Context: an optimization exercise on an open-source flow, tuned for small area, a short achievable clock period and few clock cycles. The choices shown serve that exercise and are no tape-out recipe. In this exercise RTL edits were held to simulation tests only and were not proved equivalent to the original. Power and IR drop assume default switching activity.

==> inputs of job 5006 <==
## equity_top
module equity_top
(
	input  logic               clock,
	input  logic               rst_n,
	input  logic               awvalid,
	output logic               awready,
	input  logic [5-1:0] awaddr,
	input  logic               wvalid,
	output logic               wready,
	input  logic [32-1:0] wdata,
	output logic               bvalid,
	input  logic               bready,
	output logic [1:0]         bresp,
	input  logic               arvalid,
	output logic               arready,
	input  logic [5-1:0] araddr,
	output logic               rvalid,
	input  logic               rready,
	output logic [32-1:0] rdata,
	output logic [1:0]         rresp
);
	logic                  go;
	logic                  start;
	logic                  done;
	logic                  cfg_bad;
	logic                  dup_seen;
	logic [32-1:0]    hole_word;
	logic [32-1:0]    flop_word;
	logic [3*13-1:0] flop_th;
	logic [2*13-1:0] hole_th0;
	logic [2*13-1:0] hole_th1;
	logic [1:0]            cand;
	logic [1:0]            k4;
	logic [1:0]            k5;
	logic [7:0]            fmax;
	logic                  same;
	logic                  run;
	logic                  last;
	logic [3:0]            a;
	logic [3:0]            b;
	logic [13-1:0]   a_hot;
  ...
export LEC_CHECK = 0
export CAP_MARGIN = 50
export CORE_MARGIN = 2
export CORE_UTILIZATION = 50
export SLEW_MARGIN = 50
create_clock -name core_clock -period 12.5 [get_ports {clock}]
run.sh (not shown) runs the stock make flow with config.mk's settings and CLKGATE_MAP_FILE= SYNTH_SCRIPT=/design/flow/synth_recipe.tcl, a recipe that flattens the netlist after the stock synthesis.
==> inputs of job 7776, as changes to job 5006 <==
CAP_MARGIN = 20   (was 50)
CORE_UTILIZATION = 30   (was 50)
SLEW_MARGIN = 20   (was 50)
==> inputs of job 9513, as changes to job 5006 <==
CAP_MARGIN = 20   (was 50)
SLEW_MARGIN = 70   (was 50)
==> summary of the runs <==
- The lowest non-clock buffer count belongs to job 7776, the highest to job 9513.
- The lowest hold slack belongs to job 5006, the highest to job 7776.
- Worst setup slack: job 7776 is worse than job 5006 (0.20 ns).
- Clock power is about the same in job 9513 and job 5006.
- Between job 5006 and job 7776, the lower clock skew is in job 7776 (gap 0.020 ns).
Testbench counts of job 5006, summed over its fixed seeds: cycles 10,560.
Testbench counts of job 7776, summed over its fixed seeds: cycles 10,560.
Testbench counts of job 9513, summed over its fixed seeds: cycles 10,560.

==> v2 <==
Another version of the RTL of equity_top (not shown whole).
export LEC_CHECK = 0
export ABC_AREA = 1
export CAP_MARGIN = 20
export CORE_MARGIN = 2
export CORE_UTILIZATION = 45
export SLEW_MARGIN = 20
create_clock -name core_clock -period 12.5 [get_ports {clock}]
standard.sh (not shown) runs the stock make flow with config.mk's settings and CLKGATE_MAP_FILE= SYNTH_SCRIPT=/design/flow/synth_recipe.tcl, a recipe that flattens the netlist after the stock synthesis.
==> flow/flow/run.sh <==
#!/bin/bash
# Standard layout, with timing repair aimed well below the clock period
cp standard.sh standard_sh_copy.log
export SETUP_SLACK_MARGIN=8.8
bash standard.sh > standard.log 2>&1
==> v18 (differences from v2) <==
--- a/flow/design.v
+++ b/flow/design.v
@@ -150,14 +150,15 @@
 	output logic [7:0]            fmax,      
 	output logic                  same,      
 	output logic [1:0]            pv,        
 	output logic                  first,     
 	output logic                  fin,       
 	output logic                  fin_bad,   
 	output logic [2*13-1:0] one,       
+	output logic [2*13-1:0] two,       
 	output logic [1:0]            eqab,      
 	output logic [9:0]            live_a,    
 	output logic [9:0]            live_b,
 	output logic [11:0]           fcmp       
 );
 	localparam logic [3:0] TOP = 4'(13 - 1);
 	logic [5:0]          card [7];  
@@ -247,15 +248,15 @@
 	always_comb
 	begin
 		logic [6:0]          in_a;
 		logic [13-1:0] fl;
 		logic [13-1:0] m0;
 		logic [13-1:0] m1;
 		for (int i = 0; i < 7; i++)
-			in_a[i] = |(sh[i] & ge3_n[0]);
+			in_a[i] = |(sh[i] & ge3[0]);
 		for (int r = 0; r < 13; r++)
 		begin
 			fl[r] = (oh[4][r] && in_a[4]) || (oh[5][r] && in_a[5]) || (oh[6][r] && in_a[6]);
 			m0[r] = fl[r] || (oh[0][r] && in_a[0]) || (oh[1][r] && in_a[1]);
 			m1[r] = fl[r] || (oh[2][r] && in_a[2]) || (oh[3][r] && in_a[3]);
 		end
 		fm_n[0] = top16(16'(m0));
@@ -301,60 +302,51 @@
 		input logic [3:0] sa, input logic [3:0] sb, input logic vb);
 		live_of = {ones4(~occ & ~sp), vb && |(sb & ~occ), |(sa & ~occ)};
 	endfunction
 	logic [1:0] run;    
 	logic [7:0] a;      
 	logic [7:0] b;
 	logic [1:0] lane_fin;
-	logic       m0_gt;
-	logic       m0_eq;
-	assign m0_gt = fmax[3:0] > fmax[7:4];
-	assign m0_eq = fmax[3:0] == fmax[7:4];
 	for (genvar l = 0; l < 2; l++)
 	begin : g_lane
 		localparam logic [3:0] A0   = l == 0 ? 4'd0 : 4'd4;   
 		localparam logic [3:0] AEND = l == 0 ? 4'd3 : TOP;    
 		logic [3:0] la;
 		logic [3:0] lb;
 		logic [4:0] oa;
 		logic [4:0] ob;
 		logic [3:0] m0;
 		logic [3:0] m1;
-		logic       g0a, g1a, g0b, g1b;
 		assign la = a[4*l +: 4];
 		assign lb = b[4*l +: 4];
 		assign oa = occ_of(la, cs, ss);
 		assign ob = occ_of(lb, cs, ss);
 		assign dup_a[l] = oa[4];
 		assign lane_fin[l] = run[l] && la == AEND && lb == TOP;
 		assign m0 = fmax[3:0];
 		assign m1 = fmax[7:4];
-		assign g0a = m0 > la;
-		assign g1a = m1 > la;
-		assign g0b = m0 > lb;
-		assign g1b = m1 > lb;
 		always_ff @(posedge clock)
 		begin
 			if (!rst_n)
 			begin
 				run[l] <= 1'b0;
 				pv[l]  <= 1'b0;
 			end
 			else
 			begin
 				if (go)
 					run[l] <= 1'b1;
 				else if (lane_fin[l])
 					run[l] <= 1'b0;
-				pv[l] <= go || run[l];
+				pv[l] <= run[l];
 			end
 		end
 		always_ff @(posedge clock)
 		begin
-			if ((!run[l] && !go) || lane_fin[l])
+			if (!run[l] || lane_fin[l])
 			begin
 				a[4*l +: 4] <= A0;
 				b[4*l +: 4] <= A0;
 			end
 			else if (lb == TOP)
 			begin
 				a[4*l +: 4] <= la + 4'd1;
@@ -362,29 +354,33 @@
 			end
 			else
 				b[4*l +: 4] <= lb + 4'd1;
 		end
 		always_ff @(posedge clock)
 		begin
 			for (int r = 0; r < 13; r++)
+			begin
 				one[13*l + r] <= la == 4'(r) || lb == 4'(r);
+				two[13*l + r] <= la == 4'(r) && lb == 4'(r);
+			end
 			eqab[l]            <= la == lb;
 			live_a[5*l +: 5]   <= live_of(oa[3:0], spec, ge3[0], ge3[1], valid_b);
 			live_b[5*l +: 5]   <= live_of(ob[3:0], spec, ge3[0], ge3[1], valid_b);
-			fcmp[6*l +: 6] <= {m0_gt && g0b, m0_eq || (!g0b && !g1b),
-				m0_gt && g0a, m0_eq || (!g0a && !g1a), m0_gt, m0_eq};
+			fcmp[6*l +: 6] <= {m0 > m1 && m0 > lb, m0 == m1 || (lb >= m0 && lb >= m1),
+				m0 > m1 && m0 > la, m0 == m1 || (la >= m0 && la >= m1),
+				m0 > m1, m0 == m1};
 		end
 	end
 	always_ff @(posedge clock)
 	begin
 		if (!rst_n)
 			fin <= 1'b0;
 		else
 			fin <= lane_fin[0];
-		first   <= go;
+		first   <= run[0] && a[3:0] == 4'd0 && b[3:0] == 4'd0;
 		fin_bad <= cfg_bad || dup_seen || dup_a[0];
 	end
 	always_ff @(posedge clock)
 	begin
 		if (!rst_n || go)
 			dup_seen <= 1'b0;
 		else
@@ -530,18 +526,18 @@
 	localparam int C_AN = 3;
 	localparam int C_AA = 4;
 	localparam int C_AB = 5;
 	localparam int C_BN = 6;
 	localparam int C_BA = 7;
 	localparam int C_BB = 8;
 	logic        v1;
-	logic [3:0]  nf1;     
-	logic [4:0]  la1;
-	logic [4:0]  lb1;
-	logic        eqab1;
+	logic [13:0] nf1;
+	logic [4:0]  w_nn1;
+	logic [1:0]  w_na1, w_nb1, w_an1, w_bn1;
+	logic [3:0]  w_x1;    
 	logic [5:0]  fcmp1;   
 	logic [4:0]  w_nn;
 	logic [1:0]  w_na, w_nb, w_an, w_bn;
 	logic [3:0]  w_x;
 	logic [13:0] win_n;
 	logic [13:0] nl_n;
 	always_ff @(posedge clock)
@@ -568,22 +564,22 @@
 		else
 			pairs = 5'(x * y);
 	endfunction
 	always_comb
 	begin
 		logic [2:0] na, nb;
 		logic       aa, ab, ba, bb;  
-		na = la1[4:2];
-		nb = lb1[4:2];
-		aa = la1[0];
-		ba = la1[1];
-		ab = lb1[0];
-		bb = lb1[1];
-		w_nn = pairs(na, nb, eqab1);
-		if (!eqab1)
+		na = live_a[4:2];
+		nb = live_b[4:2];
+		aa = live_a[0];
+		ba = live_a[1];
+		ab = live_b[0];
+		bb = live_b[1];
+		w_nn = pairs(na, nb, eqab);
+		if (!eqab)
 		begin
 			w_na = 2'(na & {3{ab}});
 			w_nb = 2'(na & {3{bb}});
 			w_an = 2'(nb & {3{aa}});
 			w_bn = 2'(nb & {3{ba}});
 			w_x  = {ba && bb, ba && ab, aa && bb, aa && ab};
 		end
@@ -592,14 +588,27 @@
 			w_na = '0;
 			w_nb = '0;
 			w_an = 2'(na & {3{aa}});
 			w_bn = 2'(na & {3{ba}});
 			w_x  = {1'b0, 1'b0, aa && ba, 1'b0};
 		end
 	end
+	always_ff @(posedge clock)
+	begin
+		nf1     <= strength;
+		w_nn1   <= w_nn;
+		w_na1   <= w_na;
+		w_nb1   <= w_nb;
+		w_an1   <= w_an;
+		w_bn1   <= w_bn;
+		w_x1    <= w_x;
+		fcmp1   <= fcmp;
+		win_part <= win_n;
+		nl_part  <= nl_n;
+	end
 	function automatic logic [1:0] cmp7(input logic [6:0] x, input logic [6:0] y);
 		logic [6:0] g, e;
 		logic       gt;
 		g  = x & ~y;
 		e  = ~(x ^ y);
 		gt = 1'b0;
 		for (int i = 0; i < 7; i++)
@@ -608,43 +617,29 @@
 			t = g[i];
 			for (int j = i + 1; j < 7; j++)
 				t = t && e[j];
 			gt = gt || t;
 		end
 		cmp7 = {gt, &e};
 	endfunction
-	logic [3:0] nf;
-	always_comb
-	begin
-		logic [6:0] s0, s1;
-		s0 = strength[6:0];
-		s1 = strength[13:7];
-		nf[1:0] = {!(s1[6] && s1[5]), !(s0[6] && s0[5])};
-		nf[3:2] = cmp7(s0, s1);
-	end
-	always_ff @(posedge clock)
-	begin
-		nf1     <= nf;
-		la1     <= live_a;
-		lb1     <= live_b;
-		eqab1   <= eqab;
-		fcmp1   <= fcmp;
-		win_part <= win_n;
-		nl_part  <= nl_n;
-	end
 	logic [8:0] win_c;
 	logic [8:0] nl_c;
 	always_comb
 	begin
+		logic [6:0] s0, s1;
 		logic       lo0, lo1, gt, eq;
 		logic       in0a, in0b, in1a, in1b;
 		logic [1:0] c0, c1;
 		logic       f0, f1, fl0, fl1;
 		logic       win, tie;
-		{gt, eq, lo1, lo0} = nf1;
+		s0  = nf1[6:0];
+		s1  = nf1[13:7];
+		lo0 = !(s0[6] && s0[5]);  
+		lo1 = !(s1[6] && s1[5]);
+		{gt, eq} = cmp7(s0, s1);
 		for (int ta = 0; ta < 3; ta++)
 			for (int tb = 0; tb < 3; tb++)
 			begin
 				in0a = ta == T_A;
 				in0b = tb == T_A;
 				in1a = (ta == T_A && same) || ta == T_B;
 				in1b = (tb == T_A && same) || tb == T_B;
@@ -687,16 +682,16 @@
 		input logic [1:0] an, input logic [1:0] bn, input logic [3:0] x);
 		logic [2:0] sa, sb, s1;
 		sa = (hit[C_NA] ? 3'(na) : 3'd0) + (hit[C_NB] ? 3'(nb) : 3'd0);
 		sb = (hit[C_AN] ? 3'(an) : 3'd0) + (hit[C_BN] ? 3'(bn) : 3'd0);
 		s1 = 3'(hit[C_AA] && x[0]) + 3'(hit[C_AB] && x[1]) + 3'(hit[C_BA] && x[2]) + 3'(hit[C_BB] && x[3]);
 		parts = {sa, sb, s1, hit[C_NN] ? nn : 5'd0};
 	endfunction
-	assign win_n = parts(win_c, w_nn, w_na, w_nb, w_an, w_bn, w_x);
-	assign nl_n  = parts(nl_c, w_nn, w_na, w_nb, w_an, w_bn, w_x);
+	assign win_n = parts(win_c, w_nn1, w_na1, w_nb1, w_an1, w_bn1, w_x1);
+	assign nl_n  = parts(nl_c, w_nn1, w_na1, w_nb1, w_an1, w_bn1, w_x1);
 endmodule
 module outcome_tally
 (
 	input  logic                          clock,
 	input  logic                          rst_n,
 	input  logic [2-1:0]           pv,
 	input  logic                          first,      
@@ -829,14 +824,15 @@
 	logic [1:0]                    k5;
 	logic [7:0]                    fmax;
 	logic                          same;
 	logic [2-1:0]           pv;
 	logic [2-1:0]           eqab;
 	logic [6*2-1:0]         fcmp;
 	logic [13*2-1:0]  one;
+	logic [13*2-1:0]  two;
 	logic [5*2-1:0]         live_a;
 	logic [5*2-1:0]         live_b;
 	logic [14*2-1:0]        strength;
 	logic [10-1:0]             win_count;
 	logic [10-1:0]             nl_count;
 	logic                          fin1;      
 	logic                          fin_bad1;
@@ -876,26 +872,24 @@
 		.err       (err),
 		.hole_word (hole_word),
 		.flop_word (flop_word)
 	);
 	board_enumerator i_enum (.*);
 	for (genvar l = 0; l < 2; l++)
 	begin : g_lane
-		logic [13-1:0] two;  
-		assign two = one[13*l +: 13] & {13{eqab[l]}};
 		hand_ranker i_rank0
 		(
 			.base     (base0),
 			.one      (one[13*l +: 13]),
-			.two      (two),
+			.two      (two[13*l +: 13]),
 			.strength (strength[14*l +: 7])
 		);
 		hand_ranker i_rank1
 		(
 			.base     (base1),
 			.one      (one[13*l +: 13]),
-			.two      (two),
+			.two      (two[13*l +: 13]),
 			.strength (strength[14*l+7 +: 7])
 		);
 	end
 	outcome_tally i_tally (.*);
 endmodule
==> flow/flow/run.sh (replaced) <==
#!/bin/bash
# Standard layout, with timing repair aimed well below the clock period
cp standard.sh standard_sh_copy.log
export SETUP_SLACK_MARGIN=9.0
bash standard.sh > standard.log 2>&1
ABC_AREA = not set   (was 1)
CORE_UTILIZATION = 55   (was 45)
==> v4 (differences from v2) <==
--- a/flow/design.v
+++ b/flow/design.v
@@ -150,14 +150,15 @@
 	output logic [7:0]            fmax,      
 	output logic                  same,      
 	output logic [1:0]            pv,        
 	output logic                  first,     
 	output logic                  fin,       
 	output logic                  fin_bad,   
 	output logic [2*13-1:0] one,       
+	output logic [2*13-1:0] two,       
 	output logic [1:0]            eqab,      
 	output logic [9:0]            live_a,    
 	output logic [9:0]            live_b,
 	output logic [11:0]           fcmp       
 );
 	localparam logic [3:0] TOP = 4'(13 - 1);
 	logic [5:0]          card [7];  
@@ -247,15 +248,15 @@
 	always_comb
 	begin
 		logic [6:0]          in_a;
 		logic [13-1:0] fl;
 		logic [13-1:0] m0;
 		logic [13-1:0] m1;
 		for (int i = 0; i < 7; i++)
-			in_a[i] = |(sh[i] & ge3_n[0]);
+			in_a[i] = |(sh[i] & ge3[0]);
 		for (int r = 0; r < 13; r++)
 		begin
 			fl[r] = (oh[4][r] && in_a[4]) || (oh[5][r] && in_a[5]) || (oh[6][r] && in_a[6]);
 			m0[r] = fl[r] || (oh[0][r] && in_a[0]) || (oh[1][r] && in_a[1]);
 			m1[r] = fl[r] || (oh[2][r] && in_a[2]) || (oh[3][r] && in_a[3]);
 		end
 		fm_n[0] = top16(16'(m0));
@@ -301,60 +302,51 @@
 		input logic [3:0] sa, input logic [3:0] sb, input logic vb);
 		live_of = {ones4(~occ & ~sp), vb && |(sb & ~occ), |(sa & ~occ)};
 	endfunction
 	logic [1:0] run;    
 	logic [7:0] a;      
 	logic [7:0] b;
 	logic [1:0] lane_fin;
-	logic       m0_gt;
-	logic       m0_eq;
-	assign m0_gt = fmax[3:0] > fmax[7:4];
-	assign m0_eq = fmax[3:0] == fmax[7:4];
 	for (genvar l = 0; l < 2; l++)
 	begin : g_lane
 		localparam logic [3:0] A0   = l == 0 ? 4'd0 : 4'd4;   
 		localparam logic [3:0] AEND = l == 0 ? 4'd3 : TOP;    
 		logic [3:0] la;
 		logic [3:0] lb;
 		logic [4:0] oa;
 		logic [4:0] ob;
 		logic [3:0] m0;
 		logic [3:0] m1;
-		logic       g0a, g1a, g0b, g1b;
 		assign la = a[4*l +: 4];
 		assign lb = b[4*l +: 4];
 		assign oa = occ_of(la, cs, ss);
 		assign ob = occ_of(lb, cs, ss);
 		assign dup_a[l] = oa[4];
 		assign lane_fin[l] = run[l] && la == AEND && lb == TOP;
 		assign m0 = fmax[3:0];
 		assign m1 = fmax[7:4];
-		assign g0a = m0 > la;
-		assign g1a = m1 > la;
-		assign g0b = m0 > lb;
-		assign g1b = m1 > lb;
 		always_ff @(posedge clock)
 		begin
 			if (!rst_n)
 			begin
 				run[l] <= 1'b0;
 				pv[l]  <= 1'b0;
 			end
 			else
 			begin
 				if (go)
 					run[l] <= 1'b1;
 				else if (lane_fin[l])
 					run[l] <= 1'b0;
-				pv[l] <= go || run[l];
+				pv[l] <= run[l];
 			end
 		end
 		always_ff @(posedge clock)
 		begin
-			if ((!run[l] && !go) || lane_fin[l])
+			if (!run[l] || lane_fin[l])
 			begin
 				a[4*l +: 4] <= A0;
 				b[4*l +: 4] <= A0;
 			end
 			else if (lb == TOP)
 			begin
 				a[4*l +: 4] <= la + 4'd1;
@@ -362,29 +354,33 @@
 			end
 			else
 				b[4*l +: 4] <= lb + 4'd1;
 		end
 		always_ff @(posedge clock)
 		begin
 			for (int r = 0; r < 13; r++)
+			begin
 				one[13*l + r] <= la == 4'(r) || lb == 4'(r);
+				two[13*l + r] <= la == 4'(r) && lb == 4'(r);
+			end
 			eqab[l]            <= la == lb;
 			live_a[5*l +: 5]   <= live_of(oa[3:0], spec, ge3[0], ge3[1], valid_b);
 			live_b[5*l +: 5]   <= live_of(ob[3:0], spec, ge3[0], ge3[1], valid_b);
-			fcmp[6*l +: 6] <= {m0_gt && g0b, m0_eq || (!g0b && !g1b),
-				m0_gt && g0a, m0_eq || (!g0a && !g1a), m0_gt, m0_eq};
+			fcmp[6*l +: 6] <= {m0 > m1 && m0 > lb, m0 == m1 || (lb >= m0 && lb >= m1),
+				m0 > m1 && m0 > la, m0 == m1 || (la >= m0 && la >= m1),
+				m0 > m1, m0 == m1};
 		end
 	end
 	always_ff @(posedge clock)
 	begin
 		if (!rst_n)
 			fin <= 1'b0;
 		else
 			fin <= lane_fin[0];
-		first   <= go;
+		first   <= run[0] && a[3:0] == 4'd0 && b[3:0] == 4'd0;
 		fin_bad <= cfg_bad || dup_seen || dup_a[0];
 	end
 	always_ff @(posedge clock)
 	begin
 		if (!rst_n || go)
 			dup_seen <= 1'b0;
 		else
@@ -530,18 +526,18 @@
 	localparam int C_AN = 3;
 	localparam int C_AA = 4;
 	localparam int C_AB = 5;
 	localparam int C_BN = 6;
 	localparam int C_BA = 7;
 	localparam int C_BB = 8;
 	logic        v1;
-	logic [3:0]  nf1;     
-	logic [4:0]  la1;
-	logic [4:0]  lb1;
-	logic        eqab1;
+	logic [13:0] nf1;
+	logic [4:0]  w_nn1;
+	logic [1:0]  w_na1, w_nb1, w_an1, w_bn1;
+	logic [3:0]  w_x1;    
 	logic [5:0]  fcmp1;   
 	logic [4:0]  w_nn;
 	logic [1:0]  w_na, w_nb, w_an, w_bn;
 	logic [3:0]  w_x;
 	logic [13:0] win_n;
 	logic [13:0] nl_n;
 	always_ff @(posedge clock)
@@ -568,22 +564,22 @@
 		else
 			pairs = 5'(x * y);
 	endfunction
 	always_comb
 	begin
 		logic [2:0] na, nb;
 		logic       aa, ab, ba, bb;  
-		na = la1[4:2];
-		nb = lb1[4:2];
-		aa = la1[0];
-		ba = la1[1];
-		ab = lb1[0];
-		bb = lb1[1];
-		w_nn = pairs(na, nb, eqab1);
-		if (!eqab1)
+		na = live_a[4:2];
+		nb = live_b[4:2];
+		aa = live_a[0];
+		ba = live_a[1];
+		ab = live_b[0];
+		bb = live_b[1];
+		w_nn = pairs(na, nb, eqab);
+		if (!eqab)
 		begin
 			w_na = 2'(na & {3{ab}});
 			w_nb = 2'(na & {3{bb}});
 			w_an = 2'(nb & {3{aa}});
 			w_bn = 2'(nb & {3{ba}});
 			w_x  = {ba && bb, ba && ab, aa && bb, aa && ab};
 		end
@@ -592,14 +588,27 @@
 			w_na = '0;
 			w_nb = '0;
 			w_an = 2'(na & {3{aa}});
 			w_bn = 2'(na & {3{ba}});
 			w_x  = {1'b0, 1'b0, aa && ba, 1'b0};
 		end
 	end
+	always_ff @(posedge clock)
+	begin
+		nf1     <= strength;
+		w_nn1   <= w_nn;
+		w_na1   <= w_na;
+		w_nb1   <= w_nb;
+		w_an1   <= w_an;
+		w_bn1   <= w_bn;
+		w_x1    <= w_x;
+		fcmp1   <= fcmp;
+		win_part <= win_n;
+		nl_part  <= nl_n;
+	end
 	function automatic logic [1:0] cmp7(input logic [6:0] x, input logic [6:0] y);
 		logic [6:0] g, e;
 		logic       gt;
 		g  = x & ~y;
 		e  = ~(x ^ y);
 		gt = 1'b0;
 		for (int i = 0; i < 7; i++)
@@ -608,43 +617,29 @@
 			t = g[i];
 			for (int j = i + 1; j < 7; j++)
 				t = t && e[j];
 			gt = gt || t;
 		end
 		cmp7 = {gt, &e};
 	endfunction
-	logic [3:0] nf;
-	always_comb
-	begin
-		logic [6:0] s0, s1;
-		s0 = strength[6:0];
-		s1 = strength[13:7];
-		nf[1:0] = {!(s1[6] && s1[5]), !(s0[6] && s0[5])};
-		nf[3:2] = cmp7(s0, s1);
-	end
-	always_ff @(posedge clock)
-	begin
-		nf1     <= nf;
-		la1     <= live_a;
-		lb1     <= live_b;
-		eqab1   <= eqab;
-		fcmp1   <= fcmp;
-		win_part <= win_n;
-		nl_part  <= nl_n;
-	end
 	logic [8:0] win_c;
 	logic [8:0] nl_c;
 	always_comb
 	begin
+		logic [6:0] s0, s1;
 		logic       lo0, lo1, gt, eq;
 		logic       in0a, in0b, in1a, in1b;
 		logic [1:0] c0, c1;
 		logic       f0, f1, fl0, fl1;
 		logic       win, tie;
-		{gt, eq, lo1, lo0} = nf1;
+		s0  = nf1[6:0];
+		s1  = nf1[13:7];
+		lo0 = !(s0[6] && s0[5]);  
+		lo1 = !(s1[6] && s1[5]);
+		{gt, eq} = cmp7(s0, s1);
 		for (int ta = 0; ta < 3; ta++)
 			for (int tb = 0; tb < 3; tb++)
 			begin
 				in0a = ta == T_A;
 				in0b = tb == T_A;
 				in1a = (ta == T_A && same) || ta == T_B;
 				in1b = (tb == T_A && same) || tb == T_B;
@@ -687,16 +682,16 @@
 		input logic [1:0] an, input logic [1:0] bn, input logic [3:0] x);
 		logic [2:0] sa, sb, s1;
 		sa = (hit[C_NA] ? 3'(na) : 3'd0) + (hit[C_NB] ? 3'(nb) : 3'd0);
 		sb = (hit[C_AN] ? 3'(an) : 3'd0) + (hit[C_BN] ? 3'(bn) : 3'd0);
 		s1 = 3'(hit[C_AA] && x[0]) + 3'(hit[C_AB] && x[1]) + 3'(hit[C_BA] && x[2]) + 3'(hit[C_BB] && x[3]);
 		parts = {sa, sb, s1, hit[C_NN] ? nn : 5'd0};
 	endfunction
-	assign win_n = parts(win_c, w_nn, w_na, w_nb, w_an, w_bn, w_x);
-	assign nl_n  = parts(nl_c, w_nn, w_na, w_nb, w_an, w_bn, w_x);
+	assign win_n = parts(win_c, w_nn1, w_na1, w_nb1, w_an1, w_bn1, w_x1);
+	assign nl_n  = parts(nl_c, w_nn1, w_na1, w_nb1, w_an1, w_bn1, w_x1);
 endmodule
 module outcome_tally
 (
 	input  logic                          clock,
 	input  logic                          rst_n,
 	input  logic [2-1:0]           pv,
 	input  logic                          first,      
@@ -829,14 +824,15 @@
 	logic [1:0]                    k5;
 	logic [7:0]                    fmax;
 	logic                          same;
 	logic [2-1:0]           pv;
 	logic [2-1:0]           eqab;
 	logic [6*2-1:0]         fcmp;
 	logic [13*2-1:0]  one;
+	logic [13*2-1:0]  two;
 	logic [5*2-1:0]         live_a;
 	logic [5*2-1:0]         live_b;
 	logic [14*2-1:0]        strength;
 	logic [10-1:0]             win_count;
 	logic [10-1:0]             nl_count;
 	logic                          fin1;      
 	logic                          fin_bad1;
@@ -876,26 +872,24 @@
 		.err       (err),
 		.hole_word (hole_word),
 		.flop_word (flop_word)
 	);
 	board_enumerator i_enum (.*);
 	for (genvar l = 0; l < 2; l++)
 	begin : g_lane
-		logic [13-1:0] two;  
-		assign two = one[13*l +: 13] & {13{eqab[l]}};
 		hand_ranker i_rank0
 		(
 			.base     (base0),
 			.one      (one[13*l +: 13]),
-			.two      (two),
+			.two      (two[13*l +: 13]),
 			.strength (strength[14*l +: 7])
 		);
 		hand_ranker i_rank1
 		(
 			.base     (base1),
 			.one      (one[13*l +: 13]),
-			.two      (two),
+			.two      (two[13*l +: 13]),
 			.strength (strength[14*l+7 +: 7])
 		);
 	end
 	outcome_tally i_tally (.*);
 endmodule
==> flow/flow/run.sh (replaced) <==
#!/bin/bash
# Standard layout, with timing repair aimed well below the clock period
cp standard.sh standard_sh_copy.log
export SETUP_SLACK_MARGIN=9.0
bash standard.sh > standard.log 2>&1
ABC_AREA = not set   (was 1)
CORE_UTILIZATION = 30   (was 45)
==> qor summary <==
| metric | v4 | v2 | v18 |
|---|---|---|---|
| Logic power comb | 90.2 µW | 115 µW | 87.8 µW |
| Synth Area in Compound Gates | 25.47% | 17.17% | 25.47% |
| Run status | no timing/DRC/antenna violations | no timing/DRC/antenna violations | no timing/DRC/antenna violations |
| Detail Route met2 WL | 60.02 mm | 53.36 mm | 59.77 mm |
| Number of DRC markers after the initial detailed-route iteration | 3399 | 4032 | 3583 |
| Cell count after synthesis | 4311 | 4892 | 4311 |
| Count of filler cells inserted in the layout | 12100 | 7429 | 5588 |
| Final design instance area without fill | 39840 µm² | 36490 µm² | 39110 µm² |
| Critical path data arrival time | 1.29 ns | 1.32 ns | 1.25 ns |
| Proportion of cell area occupied by multi-input gates | 57.32% | 53.14% | 58.37% |
| Multi-input combinational gate total | 3409 | 3609 | 3409 |
| Most frequent standard cell in the layout excluding fill and tap cells | nor2_1 | nand2_1 | nor2_1 |
| Clk pwr share | 48.6% | 49.4% | 48.9% |
| Global-route wire length before repair | 201.3 mm | 191.1 mm | 195.9 mm |
Testbench counts of v2, summed over its fixed seeds: cycles 5,952.
Testbench counts of v18, summed over its fixed seeds: cycles 6,144.
Testbench counts of v4, summed over its fixed seeds: cycles 6,144.

separate check: timing with driven ports:
How much do the figures lean on ideal ports? The routed layouts below were timed once more, with nothing changed but the port constraints. Step 1: set_driving_cell puts a clkbuf_16 on clock and a buf_2 on each other input, an assumption about the parent block. Step 2 moves the port delays by t, midway between the first and last clock arrival at a register: inputs arrive t later, outputs are due t later. That takes back most of the time a late clock gives input paths. a / b / c = no drivers / after step 1 / after step 2; a / b = the first two.
run	t (ns)	slack for setup (ns)	worst setup path after step 2	clock arrival spread, ns	slew at the worst register clock pin (ns)
job 5006	0.615	6.131 / 6.131 / 6.131	register to register	0.032 / 0.031	0.08 / 0.08
job 7776	0.628	5.930 / 5.930 / 5.930	register to register	0.013 / 0.014	0.07 / 0.07
job 9513	0.619	6.043 / 6.043 / 6.043	register to register	0.029 / 0.029	0.08 / 0.08
v2	0.681	8.683 / 8.613 / 8.247	input to register	0.040 / 0.040	0.09 / 0.09
v18	0.700	8.751 / 8.679 / 8.290	input to register	0.045 / 0.045	0.07 / 0.07
v4	0.716	8.705 / 8.636 / 8.262	input to register	0.061 / 0.060	0.08 / 0.08
After both steps every run listed still meets setup and hold. For v18, which loses most, drivers alone change the setup slack by -0.072 ns; drivers and shift together by -0.461 ns.
